Background: an optimization exercise with open tools, aiming at small area. Do not read the settings as production practice. The RTL was checked by simulation tests, not by an equivalence proof against the original design.

===== flow/config.mk =====
export PLATFORM = sky130hd
export DESIGN_NAME = uartDevice
export DESIGN_NICKNAME = uartDevice
export VERILOG_FILES = /design/flow/design.v
export SDC_FILE = /design/flow/constraint.sdc
export NUM_CORES = 4
export LEC_CHECK = 0
export CAP_MARGIN = 20
export CORE_MARGIN = 2
export CORE_UTILIZATION = 60
export CTS_BUF_LIST = sky130_fd_sc_hd__clkbuf_16
export CTS_CLUSTER_DIAMETER = 70
export CTS_CLUSTER_SIZE = 26
export SLEW_MARGIN = 20

===== flow/constraint.sdc =====
create_clock -name core_clock -period 10.0 [get_ports {clk}]
set_input_delay 2.0000 -clock core_clock [delete_from_list [all_inputs] [get_ports {clk}]]
set_output_delay 2.0000 -clock core_clock [all_outputs]
set_load 0.01 [all_outputs]

===== flow/design.v =====
package uartPkg;
	localparam logic [11:0] configAddr = 12'h000;
	localparam logic [11:0] clearAddr = 12'h004;
	localparam logic [11:0] statusAddr = 12'h008;
	localparam logic [11:0] rxAddr = 12'h010;
	localparam logic [11:0] txAddr = 12'h014;
	localparam int configWidth = 21;
	localparam logic [configWidth-1:0] configDefault = 21'h01047;
	localparam int divisorWidth = 16;
	localparam int cfgWaitForTxSpace = 16;
	localparam int cfgEnable = 17;
	localparam int cfgLostIrqEn = 18;
	localparam int cfgRxIrqEn = 19;
	localparam int cfgTxDoneIrqEn = 20;
	localparam int stRxAvail = 0;
	localparam int stRxFull = 1;
	localparam int stRxLost = 2;
	localparam int stTxAvail = 3;
	localparam int stTxFull = 4;
	localparam int stTxLost = 5;
	localparam int clrRx = 0;
	localparam int clrTx = 1;
	localparam int clrRxFifo = 2;
	localparam int clrTxFifo = 3;
endpackage
`timescale 1ns/1ns
module rxFifo (
	input logic clk,
	input logic rst,
	input logic [7:0] dataIn,
	input logic we,
	input logic oe,
	output logic [7:0] dataOut,
	output logic [7:0] lateHead,
	output logic lateValid,
	output logic isData,
	output logic bufferFull,
	output logic dataLost
);
	logic [7:0] ring [32];
	logic [4:0] rdPos;
	logic [4:0] wrPos;
	logic [4:0] wrNext;
	logic [5:0] count;
	logic pend;
	logic pendHead;
	logic doPush;
	logic doPop;
	logic nowWrite;
	logic pendWrite;
	logic [4:0] port;
	logic [3:0] sel;
	logic [7:0] lvl1 [8];
	logic [7:0] lvl2 [4];
	logic [7:0] lvl3 [2];
	logic [7:0] ringHead;
	assign isData = count != '0;
	assign bufferFull = count[5];
	assign doPush = we && (!bufferFull || oe);
	assign doPop = oe && isData;
	assign wrNext = wrPos + 1'b1;
	assign nowWrite = doPush && wrNext[2:0] == 3'd0;
	assign pendWrite = pend && wrPos[2:0] == 3'd0;
	assign port = pend ? wrPos : wrNext;
	always_ff @(posedge clk) begin
		for (int q = 0; q < 32; q++) begin
			if (q % 8 == 0 && (nowWrite || pendWrite) && port == 5'(q)) begin
				ring[q] <= dataIn;
			end else begin
				ring[q] <= ring[(q + 31) % 32];
			end
		end
	end
	assign sel = lateValid ? rdPos[4:1] - 1'b1 : rdPos[4:1];
	always_comb begin
		for (int i = 0; i < 8; i++) lvl1[i] = sel[0] ? ring[4 * i + 3] : ring[4 * i + 1];
		for (int i = 0; i < 4; i++) lvl2[i] = sel[1] ? lvl1[2 * i + 1] : lvl1[2 * i];
		for (int i = 0; i < 2; i++) lvl3[i] = sel[2] ? lvl2[2 * i + 1] : lvl2[2 * i];
		ringHead = sel[3] ? lvl3[1] : lvl3[0];
	end
	assign pendHead = pend && count == 6'd1;
	assign dataOut = pendHead ? dataIn : ringHead;
	assign lateHead = ringHead;
	always_ff @(posedge clk) begin
		lateValid <= !rst && doPop && !rdPos[0] && !pendHead;
	end
	always_ff @(posedge clk) begin
		if (rst) begin
			rdPos <= '0;
			wrPos <= '0;
			count <= '0;
			pend <= 1'b0;
			dataLost <= 1'b0;
		end else begin
			rdPos <= rdPos + 5'd1 + 5'(doPop);
			wrPos <= wrPos + 5'd1 + 5'(doPush);
			case ({doPush, doPop})
				2'b10: count <= count + 1'b1;
				2'b01: count <= count - 1'b1;
				default: count <= count;
			endcase
			pend <= pend ? !pendWrite : (doPush && !nowWrite);
			if (we && !doPush) begin
				dataLost <= 1'b1;
			end
		end
	end
endmodule
module txFifo (
	input logic clk,
	input logic rst,
	input logic clear,
	input logic [7:0] dataIn,
	input logic we,
	input logic oe,
	output logic [7:0] loadData,
	output logic loadEn,
	output logic isData,
	output logic bufferFull,
	output logic dataLost
);
	logic [7:0] ring [32];
	logic [7:0] stage;
	logic [7:0] portData;
	logic [4:0] rdPos;
	logic [4:0] wrPos;
	logic [4:0] rdNext;
	logic [4:0] port;
	logic [5:0] count;
	logic pend;
	logic doPush;
	logic doPop;
	logic doWrite;
	logic late;
	logic readNow;
	logic [3:0] sel;
	logic [7:0] lvl1 [8];
	logic [7:0] lvl2 [4];
	logic [7:0] lvl3 [2];
	logic [7:0] ringHead;
	assign isData = count != '0;
	assign bufferFull = count[5];
	assign doPush = we && (!bufferFull || oe);
	assign doPop = oe && isData;
	assign doWrite = pend || (doPush && wrPos[0]);
	assign port = pend ? wrPos : wrPos + 1'b1;
	assign portData = pend ? stage : dataIn;
	always_ff @(posedge clk) begin
		stage <= dataIn;
		for (int q = 0; q < 32; q++) begin
			if (q % 2 == 0 && doWrite && port == 5'(q)) begin
				ring[q] <= portData;
			end else begin
				ring[q] <= ring[(q + 31) % 32];
			end
		end
	end
	assign readNow = doPop && rdPos[0];
	assign sel = late ? rdPos[4:1] - 1'b1 : rdPos[4:1];
	assign loadEn = readNow || late;
	always_comb begin
		for (int i = 0; i < 8; i++) lvl1[i] = sel[0] ? ring[4 * i + 3] : ring[4 * i + 1];
		for (int i = 0; i < 4; i++) lvl2[i] = sel[1] ? lvl1[2 * i + 1] : lvl1[2 * i];
		for (int i = 0; i < 2; i++) lvl3[i] = sel[2] ? lvl2[2 * i + 1] : lvl2[2 * i];
		ringHead = sel[3] ? lvl3[1] : lvl3[0];
	end
	assign loadData = (pend && count == 6'd1 && !late) ? stage : ringHead;
	always_ff @(posedge clk) begin
		late <= doPop && !rdPos[0];
	end
	assign rdNext = rdPos + 5'd1 + 5'(doPop);
	always_ff @(posedge clk) begin
		if (rst) begin
			rdPos <= '0;
		end else begin
			rdPos <= rdNext;
		end
		if (rst) begin
			wrPos <= '0;
		end else if (clear) begin
			wrPos <= rdNext;
		end else begin
			wrPos <= wrPos + 5'd1 + 5'(doPush);
		end
		if (rst || clear) begin
			count <= '0;
			pend <= 1'b0;
			dataLost <= 1'b0;
		end else begin
			case ({doPush, doPop})
				2'b10: count <= count + 1'b1;
				2'b01: count <= count - 1'b1;
				default: count <= count;
			endcase
			pend <= doPush && !wrPos[0];
			if (we && !doPush) begin
				dataLost <= 1'b1;
			end
		end
	end
endmodule
`timescale 1ns/1ns
import uartPkg::*;
module uartRx (
	input logic clk,
	input logic rst,
	input logic [uartPkg::divisorWidth-1:0] cyclesPerBit,
	input logic rx,
	output logic [7:0] rxByte,
	output logic rxValid
);
	typedef enum logic [1:0] {
		rxIdle,
		rxStartBit,
		rxDataBits,
		rxStopBit
	} stateType;
	stateType state;
	logic rxMeta;
	logic rxSync;
	logic rxLast;
	logic [divisorWidth-1:0] counter;
	logic [2:0] bitIndex;
	logic [7:0] shiftReg;
	logic tick;
	assign tick = counter == '0;
	always_ff @(posedge clk) begin
		if (rst) begin
			rxMeta <= 1'b1;
			rxSync <= 1'b1;
			rxLast <= 1'b1;
		end else begin
			rxMeta <= rx;
			rxSync <= rxMeta;
			rxLast <= rxSync;
		end
	end
	always_ff @(posedge clk) begin
		if (state != rxIdle) begin
			counter <= tick ? cyclesPerBit : counter - 1'b1;
		end else begin
			counter <= cyclesPerBit >> 1;
		end
		if (state == rxStartBit) begin
			bitIndex <= '0;
		end else if (tick) begin
			bitIndex <= bitIndex + 1'b1;
		end
	end
	always_ff @(posedge clk) begin
		if (rst) begin
			state <= rxIdle;
			rxValid <= 1'b0;
		end else begin
			rxValid <= 1'b0;
			case (state)
				rxIdle: begin
					if (rxLast && !rxSync) begin
						state <= rxStartBit;
					end
				end
				rxStartBit: begin
					if (tick) begin
						state <= rxSync ? rxIdle : rxDataBits;
					end
				end
				rxDataBits: begin
					if (tick && bitIndex == 3'd7) begin
						state <= rxStopBit;
					end
				end
				default: begin
					if (tick) begin
						state <= rxIdle;
						rxValid <= rxSync;
					end
				end
			endcase
		end
	end
	always_ff @(posedge clk) begin
		if (state == rxDataBits && tick) begin
			shiftReg <= {rxSync, shiftReg[7:1]};
		end
		if (state == rxStopBit && tick) begin
			rxByte <= shiftReg;
		end
	end
endmodule
`timescale 1ns/1ns
import uartPkg::*;
module uartTx (
	input logic clk,
	input logic rst,
	input logic [uartPkg::divisorWidth-1:0] cyclesPerBit,
	input logic txStart,
	input logic txLoad,
	input logic [7:0] txLoadData,
	input logic block,
	output logic tx,
	output logic txBusy
);
	logic [7:0] txData;
	logic [divisorWidth-1:0] counter;
	logic [3:0] bitCount;
	logic tick;
	logic lineBit;
	assign tick = counter == '0;
	always_ff @(posedge clk) begin
		if (rst) begin
			txBusy <= 1'b0;
		end else if (block) begin
			txBusy <= 1'b0;
		end else if (!txBusy) begin
			txBusy <= txStart;
		end else if (tick && bitCount == 4'd9) begin
			txBusy <= 1'b0;
		end
	end
	always_ff @(posedge clk) begin
		if (!txBusy) begin
			counter <= cyclesPerBit;
			bitCount <= '0;
		end else if (tick) begin
			counter <= cyclesPerBit;
			bitCount <= bitCount + 1'b1;
		end else begin
			counter <= counter - 1'b1;
		end
	end
	always_ff @(posedge clk) begin
		if (txLoad) begin
			txData <= txLoadData;
		end
	end
	always_comb begin
		case (bitCount)
			4'd0: lineBit = 1'b0;
			4'd1: lineBit = txData[0];
			4'd2: lineBit = txData[1];
			4'd3: lineBit = txData[2];
			4'd4: lineBit = txData[3];
			4'd5: lineBit = txData[4];
			4'd6: lineBit = txData[5];
			4'd7: lineBit = txData[6];
			4'd8: lineBit = txData[7];
			default: lineBit = 1'b1;
		endcase
	end
	assign tx = (txBusy && !block) ? lineBit : 1'b1;
endmodule
`timescale 1ns/1ns
import uartPkg::*;
module uartRegisters #(
	parameter logic [3:0] deviceId = 4'h0
) (
	input logic clk,
	input logic rst,
	input logic peripheralEnable,
	input logic busWe,
	input logic busOe,
	input logic [15:0] busAddress,
	input logic [3:0] busByteSelect,
	input logic [31:0] busDataWrite,
	output logic [31:0] busDataRead,
	output logic requestOutput,
	output logic busBusy,
	input logic [5:0] status,
	input logic [7:0] rxHead,
	input logic [7:0] rxLateHead,
	input logic rxLate,
	input logic rxAvail,
	input logic txFull,
	output logic [uartPkg::divisorWidth-1:0] cyclesPerBit,
	output logic enable,
	output logic waitForTxSpace,
	output logic lostIrqEn,
	output logic rxIrqEn,
	output logic txDoneIrqEn,
	output logic txPush,
	output logic [7:0] txByte,
	output logic rxPop,
	output logic [3:0] clearPulses
);
	logic select;
	logic [11:0] localAddress;
	logic writeCycle;
	logic readCycle;
	logic readHit;
	logic txWrite;
	logic txStall;
	logic clearWrite;
	logic isConfig;
	logic isStatus;
	logic isRx;
	logic rxData;
	logic [configWidth-1:0] readMux;
	logic [configWidth-1:0] readData;
	logic [configWidth-1:0] configuration;
	assign select = peripheralEnable && (busAddress[15:12] == deviceId);
	assign localAddress = busAddress[11:0];
	assign writeCycle = select && busWe;
	assign readCycle = select && busOe;
	always_ff @(posedge clk) begin
		if (rst) begin
			configuration <= configDefault;
		end else if (writeCycle && localAddress == configAddr) begin
			for (int i = 0; i < configWidth; i++) begin
				if (busByteSelect[i / 8]) begin
					configuration[i] <= busDataWrite[i];
				end
			end
		end
	end
	assign cyclesPerBit = configuration[divisorWidth-1:0];
	assign waitForTxSpace = configuration[cfgWaitForTxSpace];
	assign enable = configuration[cfgEnable];
	assign lostIrqEn = configuration[cfgLostIrqEn];
	assign rxIrqEn = configuration[cfgRxIrqEn];
	assign txDoneIrqEn = configuration[cfgTxDoneIrqEn];
	assign clearWrite = writeCycle && localAddress == clearAddr && busByteSelect[0];
	assign clearPulses = clearWrite ? busDataWrite[3:0] : 4'b0;
	assign txWrite = writeCycle && localAddress == txAddr && busByteSelect[0];
	assign txStall = waitForTxSpace && enable && txFull;
	assign txPush = txWrite && !txStall;
	assign busBusy = txWrite && txStall;
	assign txByte = busDataWrite[7:0];
	assign rxPop = readCycle && localAddress == rxAddr && rxAvail;
	assign isConfig = localAddress == configAddr;
	assign isStatus = localAddress == statusAddr;
	assign isRx = localAddress == rxAddr;
	assign readHit = readCycle && (isConfig || isStatus || isRx
		|| localAddress == clearAddr || localAddress == txAddr);
	assign rxData = isRx && rxAvail;
	always_comb begin
		readMux = '0;
		if (isConfig) begin
			readMux = configuration;
		end else if (isStatus) begin
			readMux[5:0] = status;
		end else if (rxData) begin
			readMux[8:0] = {1'b1, rxHead};
		end
	end
	always_ff @(posedge clk) begin
		if (rst) begin
			requestOutput <= 1'b0;
		end else begin
			requestOutput <= readHit;
		end
		readData <= (rst || !readHit) ? '1 : readMux;
	end
	assign busDataRead = {{(32 - configWidth){!requestOutput}}, readData[configWidth-1:8],
		rxLate ? rxLateHead : readData[7:0]};
endmodule
`timescale 1ns/1ns
import uartPkg::*;
module uartDevice #(
	parameter logic [3:0] deviceId = 4'h0,
	parameter int rxDepth = 32,
	parameter int txDepth = 32
) (
	input logic clk,
	input logic rst,
	input logic peripheralEnable,
	input logic busWe,
	input logic busOe,
	input logic [15:0] busAddress,
	input logic [3:0] busByteSelect,
	input logic [31:0] busDataWrite,
	output logic [31:0] busDataRead,
	output logic busBusy,
	output logic requestOutput,
	output logic uartEn,
	input logic uartRx,
	output logic uartTx,
	output logic uartIrq
);
	logic [divisorWidth-1:0] cyclesPerBit;
	logic enable;
	logic waitForTxSpace;
	logic lostIrqEn;
	logic rxIrqEn;
	logic txDoneIrqEn;
	logic txPush;
	logic [7:0] txByte;
	logic rxPop;
	logic [3:0] clearPulses;
	logic [7:0] rxHead;
	logic [7:0] rxLateHead;
	logic rxLate;
	logic rxAvail;
	logic rxFull;
	logic rxLost;
	logic [7:0] txLoadData;
	logic txLoad;
	logic txAvail;
	logic txFull;
	logic txLost;
	logic [7:0] rxByte;
	logic rxValid;
	logic txBusy;
	logic txStart;
	logic rxLine;
	logic [5:0] flags;
	logic [5:0] buffered;
	logic [5:0] status;
	uartRegisters #(.deviceId(deviceId)) uartRegisters_i (
		.clk(clk),
		.rst(rst),
		.peripheralEnable(peripheralEnable),
		.busWe(busWe),
		.busOe(busOe),
		.busAddress(busAddress),
		.busByteSelect(busByteSelect),
		.busDataWrite(busDataWrite),
		.busDataRead(busDataRead),
		.requestOutput(requestOutput),
		.busBusy(busBusy),
		.status(status),
		.rxHead(rxHead),
		.rxLateHead(rxLateHead),
		.rxLate(rxLate),
		.rxAvail(rxAvail),
		.txFull(txFull),
		.cyclesPerBit(cyclesPerBit),
		.enable(enable),
		.waitForTxSpace(waitForTxSpace),
		.lostIrqEn(lostIrqEn),
		.rxIrqEn(rxIrqEn),
		.txDoneIrqEn(txDoneIrqEn),
		.txPush(txPush),
		.txByte(txByte),
		.rxPop(rxPop),
		.clearPulses(clearPulses)
	);
	assign uartEn = enable;
	assign rxLine = enable ? uartRx : 1'b1;
	assign txStart = txAvail && enable && !txBusy;
	rxFifo rxFifo_i (
		.clk(clk),
		.rst(rst || clearPulses[clrRxFifo]),
		.dataIn(rxByte),
		.we(rxValid && enable),
		.oe(rxPop),
		.dataOut(rxHead),
		.lateHead(rxLateHead),
		.lateValid(rxLate),
		.isData(rxAvail),
		.bufferFull(rxFull),
		.dataLost(rxLost)
	);
	txFifo txFifo_i (
		.clk(clk),
		.rst(rst),
		.clear(clearPulses[clrTxFifo]),
		.dataIn(txByte),
		.we(txPush),
		.oe(txStart),
		.loadData(txLoadData),
		.loadEn(txLoad),
		.isData(txAvail),
		.bufferFull(txFull),
		.dataLost(txLost)
	);
	uartRx uartRx_i (
		.clk(clk),
		.rst(rst || clearPulses[clrRx]),
		.cyclesPerBit(cyclesPerBit),
		.rx(rxLine),
		.rxByte(rxByte),
		.rxValid(rxValid)
	);
	uartTx uartTx_i (
		.clk(clk),
		.rst(rst || clearPulses[clrTx]),
		.cyclesPerBit(cyclesPerBit),
		.txStart(txStart),
		.txLoad(txLoad),
		.txLoadData(txLoadData),
		.block(!enable),
		.tx(uartTx),
		.txBusy(txBusy)
	);
	always_comb begin
		flags = '0;
		flags[stRxAvail] = rxAvail;
		flags[stRxFull] = rxFull;
		flags[stRxLost] = rxLost;
		flags[stTxAvail] = txAvail;
		flags[stTxFull] = txFull;
		flags[stTxLost] = txLost;
	end
	always_ff @(posedge clk) begin
		if (rst) begin
			buffered <= '0;
			status <= '0;
		end else begin
			buffered <= flags;
			status <= buffered;
		end
	end
	assign uartIrq = (lostIrqEn && (buffered[stRxLost] || buffered[stTxLost]))
		|| (rxIrqEn && buffered[stRxAvail])
		|| (txDoneIrqEn && status[stTxAvail] && !buffered[stTxAvail]);
endmodule

===== flow/flow/run.sh =====
#!/bin/bash
# Standard ORFS layout (the standard.sh) with the smallest buffer on the
# ports instead of the default port buffer. Make's output goes to
# standard_run.log; ORFS keeps each step's log under orfs/logs.
set -euo pipefail
export BUFFER_PORTS_ARGS="-buffer_cell sky130_fd_sc_hd__buf_1"
bash standard.sh > standard_run.log 2>&1

===== flow/standard.sh =====
#!/bin/bash
# synth_recipe.tcl (not shown) runs the flow's synth.tcl, then flattens the netlist and writes it again
# the make line also repeats each setting of config.mk as NAME=value (left out here)
make -C /OpenROAD-flow-scripts/flow DESIGN_CONFIG=/design/flow/config.mk WORK_HOME=/design/flow/orfs CLKGATE_MAP_FILE= SYNTH_SCRIPT=/design/flow/synth_recipe.tcl "${@:-finish}"

==> results.cfg <==
[floorplan]
fp.dieH_um = 200
start_util_pct = 60.9
boundaryPins = 95
dieArea_mm2 = 0.0398
row_count = 71
core_mm2 = 0.0377
die_w_um = 200

[final_layout]
drive_above_1_share_pct = 12.8
fin_area_mm2 = 0.0247
num-nets-final = 2098
final_common_cell = dfxtp_1
num_antenna_cells = 0
final_cell_mix = dfxtp_1 (657), nand2_1 (144), nor2_1 (143)
area_growth_pct = 7.72
num-fill-cells = 3000
final_cells = 2526
fin_util_pct = 65.6

[synth]
synth-async-reset-ratio_pct = 0
syn_area_mm2 = 0.0230
syn_inst = 1966
yosysSeqAreaShare_pct = 60.6
synth_flop_cell = dfxtp_1
synth_warnings = 14
syn_area_per_cell_um2 = 11.7
synth_cell_type_count = 62
ys_seq_elements = 683
synth_fp_nets = 2064
synth-edff-count = 24

[power]
leakagePower_nw = 9.47
p_total_mw = 4.51
pwr_density_cell_mw_per_mm2 = 182
worst_ir_drop_vdd_mv = 0.186

[clocking]
clk_pin_slew_ps = 90
cts_tree = built
hold_buffers = 0
worstSkewPairLatency_ps = 570
numCtsBuffers = 36
cts_max_path_buffers = 3
cts_sinks = 683
root_buffer = clkbuf_16
htreeDepth = 2
cts_setup_buffers = 0
cts_resized = 0

[setup_path]
r2r_start = rxFifo_i.rdPos[2]
cp.arrival_ps = 4170
crit_path_start_kind = register
cp-end-kind = output pin
path_class = reg2out
critPathRequiredTime_ps = 8000
crit_fanout = 69
worstReg2RegEnd = uartRegisters_i.readData[4]
rr_worst_depth = 10
r2r_slack_ps = 6600

[drt]
top_layer = met4
wl_met2_um = 23300
viasPerCell = 5.56
m1WireLength_um = 21800
wl_per_cell_um = 19.2
dr_total_vias = 14000
drc_errors = 0
routed_wl_um = 48600
ant_nets = 0
drt_iter0_drc = 695
met3_length_um = 1710
firstDrtPassIters = 4

[global_route]
grt.total_usage_pct = 24.6
antenna_found_initial = 1
grt_max_degree = 70
grt_pass1_vias = 13600
grt_pass1_wl_um = 75000
grt_overflow = 0

[sta]
layout_setup_ws_ps = 3830
max_freq_mhz = 162
skew_ps = 27.7
finalHoldViolCount = 0
rsz0062_at_grt = false
tightest_slew_ps = 1040
maxSlewViolCount = 0
maxSlewHeadroom_pct = 30.6
setup_viol = 0
fin_hold_ws_ps = 324
layout_min_cycle_time_ps = 6170
finalCritPeriodShare_pct = 61.7
fin_tns_setup_ps = 0

[hold_path]
min_path_cells = 0
worstHoldStart = txFifo_i.ring[14][3]
hold_end = txFifo_i.ring[15][3]
hold_class = reg2reg

[placement]
dp_hpwl_um = 32800
place_congestion = 0.832
io_buffers = 82
pre_cts_ws_ps = 4340
placed_area_mm2 = 0.0236
dpl.cell_count = 2473

[status]
status = timing/DRC/antenna clean

[flow_run]
maxCapViolations = 0
==> cell type report <==
class / instances / area [µm²] / share of cell area, %
well taps: 511 / 639 / 2.59
flip-flops and latches: 683 / 13900 / 56.3
multi-input cells: 1134 / 8450 / 34.2
clock buffers: 37 / 926 / 3.74
repair buffers: 103 / 467 / 1.89
inverters: 42 / 158 / 0.638
clock inverters: 16 / 168 / 0.678
==> flip-flops by register name, indices dropped and copies added, names as in the netlist, 4 cells and up <==
| name | flops |
|---|---|
| uartRegisters_i.configuration | 21 |
| uartRx_i.shiftReg | 8 |
| rxFifo_i.rdPos | 5 |
| uartRegisters_i.readData | 21 |
| rxFifo_i.ring | 256 |
| txFifo_i.rdPos | 5 |
| uartTx_i.counter | 16 |
| txFifo_i.wrPos | 5 |
| txFifo_i.stage | 8 |
| buffered | 6 |
| status | 6 |
| uartRx_i.rxByte | 8 |
| uartTx_i.txData | 8 |
| txFifo_i.count | 6 |
| rxFifo_i.wrPos | 5 |
| uartRx_i.counter | 16 |
| rxFifo_i.count | 6 |
| uartTx_i.bitCount | 4 |
| txFifo_i.ring | 256 |
==> report_power, final <==
| part | switching, mW | internal, mW |
|---|---|---|
| Clock | 0.867 | 0.740 |
| Sequential | 0.0148 | 2.74 |
| Combinational | 0.0915 | 0.0543 |
| Total | 0.974 | 3.54 |
==> synthesized netlist by cell type (3+ instances only) <==
master,count,area share [%]
nor3_1,19,0.41
mux2_2,117,5.7
o21ai_0,72,1.6
o31ai_1,4,0.13
or4_1,4,0.13
nand4b_1,4,0.15
edfxtp_1,24,3.1
o211ai_1,3,0.098
inv_1,42,0.69
or3_1,6,0.16
and3_1,3,0.082
dfxtp_1,659,57
xnor2_1,42,1.6
mux4_2,48,4.7
nand2_1,144,2.4
a21oi_1,118,2.6
o21a_1,3,0.098
mux2i_1,58,2.5
a21o_1,4,0.13
nor4b_1,3,0.11
nand2b_1,12,0.33
buf_1,4,0.065
nand3b_1,10,0.33
clkbuf_1,62,1.0
nor2_1,143,2.3
a211oi_1,37,1.2
nor3b_1,4,0.13
buf_4,23,0.75
nor2b_1,57,1.6
buf_2,18,0.39
nor4_1,10,0.27
a311oi_1,8,0.31
a221o_1,19,0.83
and2_1,10,0.27
ha_1,40,2.2
a22oi_1,15,0.49
nand4_1,11,0.30
xor2_1,24,0.92
a31oi_1,6,0.16
nand3_1,45,0.98
==> worst max-delay path by stage <==
| stage | startpoint | endpoint | slack [ps] |
|---|---|---|---|
| after floorplan | rxFifo_i.rdPos[2] | busDataRead[5] | 4440 |
| after global placement | busAddress[1] | busBusy | 4390 |
| after detailed placement | busAddress[1] | txFifo_i.ring[8][3] | 4340 |
| after CTS | rxFifo_i.rdPos[2] | busDataRead[7] | 3800 |
| after global routing | rxFifo_i.rdPos[2] | busDataRead[7] | 3560 |
| final | rxFifo_i.rdPos[2] | busDataRead[7] | 3830 |
==> logic make-up after synthesis <==
family,synth area share (%)
flops,60.6
simple gates,10.4
compound gates,8.40
mux,13.0
buf+inv,2.91
xor+xnor,2.52
fa+ha+maj,2.18
==> metal layers <==
layer	vias to the layer above	track usage, %
met5	-	0
li1	6900	-
met4	0	9.93
met3	93	2.95
met2	225	41.1
met1	6831	32.7
==> worst max-delay path: stages (launching register included) <==
cell      delay [ps]
dfxtp_2          320
buf_4            580
inv_1            110
ha_2             200
nand2_1          200
xor2_1           210
nor2_1           780
a22oi_1          180
a221oi_1         540
mux2_2           280
buf_1            160

==> re-timing with driven ports <==
The flow's constraints put no driver on any port. The routed layout listed below was extracted and timed again, unchanged, in two steps.
Step 1 assumes that a clkbuf_16 drives the clock port and a buf_2 every other input.
Step 2 moves the port delays by t, midway between the first and last clock arrival at a register: inputs arrive t later, outputs are due t later. That takes back most of the time a late clock gives input paths.
Three values: ideal ports, drivers, drivers and shift; two values: the first two.
t, ns: 0.613
setup slack, ns: 3.833 / 3.779 / 4.347
hold WS [ns]: 0.324 / 0.324 / 0.324
worst slew at a driven data input, ns: 0.05
After both steps setup and hold are still met in this run. For this run, drivers alone change the setup slack by -0.054 ns; drivers and shift together by +0.514 ns.
